Context: an optimization exercise on an open-source flow, tuned for small area, a short achievable clock period and few clock cycles per item. The choices shown serve that exercise and are no tape-out recipe.
Only simulation tests tie the RTL to the original design; equivalence was not proved.
Power is estimated from default activity; no workload was simulated.

==> v31 <==
==> flow/design.v (excerpt) <==
module seq_alu (
  input  logic        clk,
  input  logic        clear_n,
  input  logic        start,
  input  logic [5:0]  op,
  input  logic [31:0] A,
  input  logic [31:0] B,
  output logic        busy,
  output logic        done,
  output logic [31:0] result_lo,
  output logic [31:0] result_hi,
  output logic        carry_out,
  output logic        div_zero,
  output logic        illegal_op
);
clock: 8.0 ns
lec_check: 0
abc_area: 1
cap_margin: 20
core_margin: 2
core_utilization: 40
setup_slack_margin: 4.5
slew_margin: 20
run.sh (not shown) runs the stock make flow with config.mk's settings and CLKGATE_MAP_FILE= SYNTH_SCRIPT=/design/flow/synth_recipe.tcl, a recipe that flattens the netlist after the stock synthesis.
==> v2: changes against v31 <==
--- a/flow/design.v
+++ b/flow/design.v
@@ -82,14 +82,14 @@
     nz = |t;
     c  = x[31] & (&(x[31:1] | ~x[30:0]));
     blen = (nz ? {1'b0, topone(t)} + 6'd1 : 6'd0) + {5'd0, c};
   endfunction
   localparam int W = 34 + 2*K + 2;
   logic [K-1:0]  bneg, bone, btwo;
-  logic [33:0]   ppx [K];
-  logic [33:0]   pp [K];
+  logic [K-1:0][33:0] ppx;
+  logic [K-1:0][33:0] pp;
   logic [32:0]   s_in, c_in;
   logic [33:0]   a1, a2;
   assign s_in = mfirst_q ? 33'd0 : {sx_q, hi_q};
   assign c_in = mfirst_q ? 33'd0 : {cx_q, b_q};
   assign a1   = {{2{a_q[31]}}, a_q};
   assign a2   = {a_q[31], a_q, 1'b0};
@@ -99,30 +99,30 @@
       r[3*j]   = m[2*j+1] ^ m[2*j];                                               
       r[3*j+1] = (m[2*j+2] & ~m[2*j+1] & ~m[2*j]) | (~m[2*j+2] & m[2*j+1] & m[2*j]);  
       r[3*j+2] = m[2*j+2] & ~(m[2*j+1] & m[2*j]);                               
     end
     brec = r;
   endfunction
-  always_comb begin
-    for (int j = 0; j < K; j++) begin
-      bone[j] = bc_q[3*j];
-      btwo[j] = bc_q[3*j+1];
-      bneg[j] = bc_q[3*j+2];
-      ppx[j]  = ((a1 & {34{bone[j]}}) | (a2 & {34{btwo[j]}})) ^ {34{bneg[j]}};
-      pp[j]   = {~ppx[j][33], ppx[j][32:0]};
-    end
-  end
-  logic [W-1:0] rows [K+2];
-  always_comb begin
-    for (int j = 0; j < K; j++) begin
-      rows[j] = W'(pp[j]) << (2*j);
-      if (j > 0) rows[j][2*j-2] = bneg[j-1];
-    end
-    rows[K]   = W'(s_in);
-    rows[K+1] = W'(c_in);
-  end
+  logic [K+1:0][W-1:0] rows;
+  genvar gj;
+  generate
+    for (gj = 0; gj < K; gj++) begin : g_row
+      assign bone[gj] = bc_q[3*gj];
+      assign btwo[gj] = bc_q[3*gj+1];
+      assign bneg[gj] = bc_q[3*gj+2];
+      assign ppx[gj]  = ((a1 & {34{bone[gj]}}) | (a2 & {34{btwo[gj]}})) ^ {34{bneg[gj]}};
+      assign pp[gj]   = {~ppx[gj][33], ppx[gj][32:0]};
+      if (gj == 0) begin : g_first
+        assign rows[gj] = W'(pp[gj]);
+      end else begin : g_next
+        assign rows[gj] = (W'(pp[gj]) << (2*gj)) | (W'(bneg[gj-1]) << (2*gj-2));
+      end
+    end
+  endgenerate
+  assign rows[K]   = W'(s_in);
+  assign rows[K+1] = W'(c_in);
   logic [W-1:0] ms, mc;
   logic [W-1:0] l1s, l1c, l2s, l2c, l3s, l3c, l4s, l4c;
   assign l1s = rows[0] ^ rows[1] ^ rows[2];
   assign l1c = {((rows[0][W-2:0] & rows[1][W-2:0]) | (rows[0][W-2:0] & rows[2][W-2:0]) |
                  (rows[1][W-2:0] & rows[2][W-2:0])), 1'b0};
   assign l2s = rows[3] ^ rows[4] ^ rows[5];
==> flow/flow/run.sh (new file) <==
#!/bin/bash
# The standard layout (standard.sh: ORFS from synthesis to finish) with one change: the
# buffers that ORFS puts on every input and output port are sky130_fd_sc_hd__buf_2 instead of
# the delay cell that buffer_ports picks by default. Everything else is the standard flow.
set -euo pipefail
export BUFFER_PORTS_ARGS="-buffer_cell sky130_fd_sc_hd__buf_2"
bash standard.sh > standard.log 2>&1
==> flow/standard.sh (new file) <==
#!/bin/bash
# synth_recipe.tcl (not shown) runs the flow's synth.tcl, then flattens the netlist and writes it again
# the make line also repeats each setting of config.mk as NAME=value (left out here)
make -C /OpenROAD-flow-scripts/flow DESIGN_CONFIG=/design/flow/config.mk WORK_HOME=/design/flow/orfs CLKGATE_MAP_FILE= SYNTH_SCRIPT=/design/flow/synth_recipe.tcl "${@:-finish}"
- CORE_UTILIZATION: 40 -> 46
removed: flow/run.sh
==> v21: changes against v31 <==
--- a/flow/design.v
+++ b/flow/design.v
@@ -18,14 +18,13 @@
   localparam logic [31:0] K0 = 32'h5555_5556;   
   logic        s_mul, s_mfin, s_d0, s_dit;   
   logic        busy_q, done_q;
   logic [31:0] a_q, b_q;
   logic [4:0]  r_q;                     
   logic [4:0]  cnt_q;
-  logic v_arith, v_inv, v_useb, v_carry;   
-  logic [3:0] v_tt;                         
+  logic v_add, v_sub, v_neg, v_and, v_or, v_xor, v_not;
   logic v_shl, v_shr, v_sra, v_rot, v_dz, v_ill;
   logic mfirst_q;
   logic [31:0] lo_q, hi_q;
   logic        sx_q;                    
   logic        cx_q;                    
   logic [3*K-1:0] bc_q;                 
@@ -147,14 +146,14 @@
     fc = {((fx[38:0] & fy[38:0]) | (fx[38:0] & kc[38:0]) | (fy[38:0] & kc[38:0])), 1'b0};
   end
   logic        add_inv, add_useb;
   logic [39:0] add_x, add_y;
   logic [40:0] add_sum;
   logic [32:0] add_s;
-  assign add_inv  = v_inv;
-  assign add_useb = v_useb;
+  assign add_inv  = v_sub | v_neg;
+  assign add_useb = v_add | v_sub;
   assign add_x    = s_mfin ? fs : {a_q ^ {32{add_inv}}, {8{add_inv}}};
   assign add_y    = s_mfin ? fc : {b_q & {32{add_useb}}, 8'd0};
   assign add_sum  = {1'b0, add_x} + {1'b0, add_y} + {40'd0, add_inv};
   assign add_s    = add_sum[40:8];
   logic [6:0]  sdiff;
   assign sdiff = {1'b0, la_q} - {1'b0, lb_q};    
@@ -174,38 +173,40 @@
   end
   always_comb begin
     for (int i = 0; i < 32; i++) smask[i] = v_shl ? therm[i] : therm[31 - i];
   end
   logic [31:0] alu_lo;
   always_comb begin
-    alu_lo = ({32{v_arith}} & add_s[31:0])
-           | (a_q & b_q & {32{v_tt[3]}}) | (a_q & ~b_q & {32{v_tt[2]}})
-           | (~a_q & b_q & {32{v_tt[1]}}) | (~a_q & ~b_q & {32{v_tt[0]}})
+    alu_lo = ({32{v_add | v_sub | v_neg}} & add_s[31:0])
+           | ({32{v_and}} & (a_q & b_q))
+           | ({32{v_or}}  & (a_q | b_q))
+           | ({32{v_xor}} & (a_q ^ b_q))
+           | ({32{v_not}} & ~a_q)
            | ({32{v_rot}} & rot)
            | ({32{v_shl | v_shr | v_sra}} & rot & smask)
            | ({32{v_sra & b_q[31]}} & ~smask)
            | {32{v_dz}};
   end
   logic        dneg;
   logic [32:0] dx, dy, dsub, zt;
   logic        dz0, qb;
   logic [31:0] qn, rn, qfin, ng2;
   assign dneg = a_q[31];
   assign dx   = {hi_q[31], hi_q};
-  assign dy   = {~dneg, b_q};              
+  assign dy   = dneg ? {1'b0, b_q} : {1'b1, ~b_q};
   assign dsub = dx + dy + {32'd0, ~dneg};
   assign zt   = (dx ^ dy) ^ {(dx[31:0] | dy[31:0]), 1'b0};
   assign dz0  = ~|zt;
   assign qb   = dneg ? (dsub[32] | dz0) : ~dsub[32];
   assign qn   = {lo_q[30:0], qb};
   assign rn   = qb ? dsub[31:0] : hi_q;
   assign ng2    = cneg({1'b0, lo_q[30:0]}, 1'b1);
   assign qfin   = qneg_q ? (qb ? {~lo_q[30:0], 1'b1} : {ng2[30:0], 1'b0}) : qn;
   logic bz, single, m_first, m_step, d_early, d_align, d_step, d_last;
   assign bz      = (B == 32'd0);
-  assign single  = v_arith | (|v_tt) | v_shl | v_shr |
+  assign single  = v_add | v_sub | v_neg | v_and | v_or | v_xor | v_not | v_shl | v_shr |
                    v_sra | v_rot | v_dz | v_ill;
   assign m_first = s_mul & mfirst_q;
   assign m_step  = s_mul & ~mfirst_q;
   assign d_early = s_d0 & sdiff[6];
   assign d_align = s_d0 & ~sdiff[6];
   assign d_last  = s_dit & (cnt_q == 5'd0);
@@ -224,27 +225,27 @@
          | ({32{s_mul}}   & ms[2*K+31:2*K])
          | ({32{s_mfin}}  & add_sum[39:8])
          | ({32{s_d0}}    & a_q)
          | ({32{s_dit}}   & rn);
     b_d  = ({32{~busy_q}}  & ((op == 6'd2) ? cneg(B, B[31]) : B))
          | ({32{s_mul}}   & mc[2*K+31:2*K])
-         | ({32{d_align}} & (rot ^ {32{~dneg}}))
-         | ({32{d_step}}  & {~dneg, b_q[31:1]});
+         | ({32{d_align}} & rot)
+         | ({32{d_step}}  & {1'b0, b_q[31:1]});
   end
   always_ff @(posedge clk) begin
     lo_q <= lo_d;
     hi_q <= hi_d;
     b_q  <= b_d;
     if (!busy_q) begin
       a_q    <= A;
       qneg_q <= A[31] ^ B[31];
     end
     r_q  <= (op == 6'd7 || op == 6'd9 || op == 6'd13) ? 5'd0 - A[4:0] : A[4:0];
     la_q <= blen(A);
     lb_q <= blen(B);
-    carry_q <= v_carry & add_s[32];
+    carry_q <= single & (v_add | v_sub) & add_s[32];
     dz_q    <= single & v_dz;
     ill_q   <= single & v_ill;
     bc_q  <= ~s_mul ? brec({B[2*K-1:0], 1'b0}) :
              mfirst_q ? brec(b_q[4*K-1:2*K-1]) : brec(lo_q[4*K-1:2*K-1]);
     cr_q  <= mfirst_q ? 2'd0 : ret[2*K+1:2*K];
     sx_q  <= ms[2*K+32];
@@ -258,33 +259,34 @@
     s_mul    <= (s_mul & (cnt_q != 5'd0)) | (accept & (op == 6'd6));
     s_mfin   <= s_mul & (cnt_q == 5'd0);
     s_d0     <= accept & (op == 6'd2) & ~bz;
     s_dit    <= d_align | d_step;
     busy_q   <= (s_mul & (cnt_q != 5'd0)) | (d_align & (sdiff[4:0] != 5'd0)) |
                 (d_step & (cnt_q != 5'd1)) | (accept & ((op == 6'd6) | ((op == 6'd2) & ~bz)));
-    v_arith <= accept & ((op == 6'd0) | (op == 6'd1) | (op == 6'd11));
-    v_inv   <= accept & ((op == 6'd1) | (op == 6'd11));
-    v_useb  <= accept & ((op == 6'd0) | (op == 6'd1));
-    v_carry <= accept & ((op == 6'd0) | (op == 6'd1));
+    v_add <= accept & (op == 6'd0);
+    v_sub <= accept & (op == 6'd1);
     v_dz  <= accept & (op == 6'd2) & bz;
-    v_tt  <= {4{accept}} & ((op == 6'd3) ? 4'b1000 : (op == 6'd4) ? 4'b1110 :
-                            (op == 6'd5) ? 4'b0110 : (op == 6'd12) ? 4'b0011 : 4'b0000);
+    v_and <= accept & (op == 6'd3);
+    v_or  <= accept & (op == 6'd4);
+    v_xor <= accept & (op == 6'd5);
     v_shr <= accept & (op == 6'd7);
     v_shl <= accept & (op == 6'd8);
     v_rot <= accept & ((op == 6'd9) | (op == 6'd10));
+    v_neg <= accept & (op == 6'd11);
+    v_not <= accept & (op == 6'd12);
     v_sra <= accept & (op == 6'd13);
     v_ill <= accept & (op > 6'd13);
     if (!clear_n) begin
       s_mul  <= 1'b0;
       s_mfin <= 1'b0;
       s_d0   <= 1'b0;
       s_dit  <= 1'b0;
       busy_q <= 1'b0;
       done_q <= 1'b0;
-      v_arith <= 1'b0; v_inv <= 1'b0; v_useb <= 1'b0; v_carry <= 1'b0; v_tt <= 4'd0;
-      v_shl <= 1'b0; v_shr <= 1'b0; v_sra <= 1'b0;
+      v_add <= 1'b0; v_sub <= 1'b0; v_neg <= 1'b0; v_and <= 1'b0; v_or <= 1'b0;
+      v_xor <= 1'b0; v_not <= 1'b0; v_shl <= 1'b0; v_shr <= 1'b0; v_sra <= 1'b0;
       v_rot <= 1'b0; v_dz <= 1'b0; v_ill <= 1'b0;
       mfirst_q <= 1'b0;
     end
   end
   assign busy       = busy_q;
   assign done       = done_q;
- SETUP_SLACK_MARGIN: 4.5 -> 4.0
==> comparison table <==
	v21	v31	v2
Run status	complete, no violations	complete, no violations	complete, no violations
Multi-input gate share of total cell area	66.42%	65.05%	66.56%
Fraction of met3 tracks used by global routing	14.17%	14.47%	19.68%
Routed wire length	182.0 mm	183.9 mm	181.1 mm
Fraction of final layout cells with drive strength greater than 1	6.682%	15.70%	17.24%
Power consumed by sequential cells	1.26 mW	1.25 mW	1.24 mW
Transition time of the tightest slew-check pin	1.321 ns	1.288 ns	1.287 ns
Layout overhead on the synthesized area	13.33%	20.87%	19.32%
Clock network fraction of design power	27.7%	23.8%	24.0%
Worst-path clk slew	0.06 ns	0.07 ns	0.07 ns
Setup repair after global routing missed its margin	false	true	true
Power per unit of standard cell area	159.0 mW/mm2	148.5 mW/mm2	152.8 mW/mm2
Global Route met2 Usage	61.74%	64.06%	68.80%
CP arrival	4.61 ns	4.03 ns	4.09 ns
Combinational fraction of design power	50.3%	53.8%	54.0%
Worst Slack Setup Final	3.873 ns	4.449 ns	4.408 ns
Vias	37810	38970	39390
Largest net degree at the start of global routing	67	63	63
Cell mode on critical path	fa_1	inv_1	nand2_1
Tmin final	4.127 ns	3.551 ns	3.592 ns
Highest achievable clock rate	0.2423 GHz	0.2816 GHz	0.2784 GHz
Register-to-register path setup slack	3.87 ns	4.45 ns	4.41 ns
Wire length on met1	68.45 mm	69.07 mm	65.39 mm
Depth of the most critical reg-to-reg path	10	14	17
Final standard cell count with taps included and fillers excluded	6234	6307	6109
Routed wire length on met3	23.30 mm	24.48 mm	27.06 mm
Synthesized-area fraction occupied by adder cells	19.88%	16.78%	16.89%
Testbench counts of v31, summed over its fixed seeds: cycles 21,956, ops 8,000.
Testbench counts of v2, summed over its fixed seeds: cycles 21,956, ops 8,000.
Testbench counts of v21, summed over its fixed seeds: cycles 21,956, ops 8,000.

separate check: timing with driven ports:
The results above use ideal ports. As a check the final layouts listed here were re-extracted and re-timed, cells and wires unchanged. Step 1 assumes that a clkbuf_16 drives the clock port and a buf_2 every other input. Step 2, shift: input delay + t, output delay - t, t = (earliest + latest rising clock arrival at the registers) / 2. This alone moves slack from input paths to output paths. Slacks: ideal / step 1 / step 2; pairs: ideal / step 1.
run	t (ns)	slack for setup (ns)	latest minus earliest clock arrival (ns)	slew at the worst register clock pin (ns)	cell pins on the clock port's net
v31	0.672	4.449 / 4.439 / 3.888	0.051 / 0.051	0.08 / 0.08	1
v2	0.675	4.408 / 4.408 / 4.013	0.022 / 0.022	0.07 / 0.07	1
v21	0.705	3.873 / 3.873 / 3.495	0.056 / 0.056	0.08 / 0.08	1
After both steps setup and hold are still met in every run listed. The setup slack of v31, which loses most, moves by -0.010 ns with the drivers and by -0.561 ns with both steps.
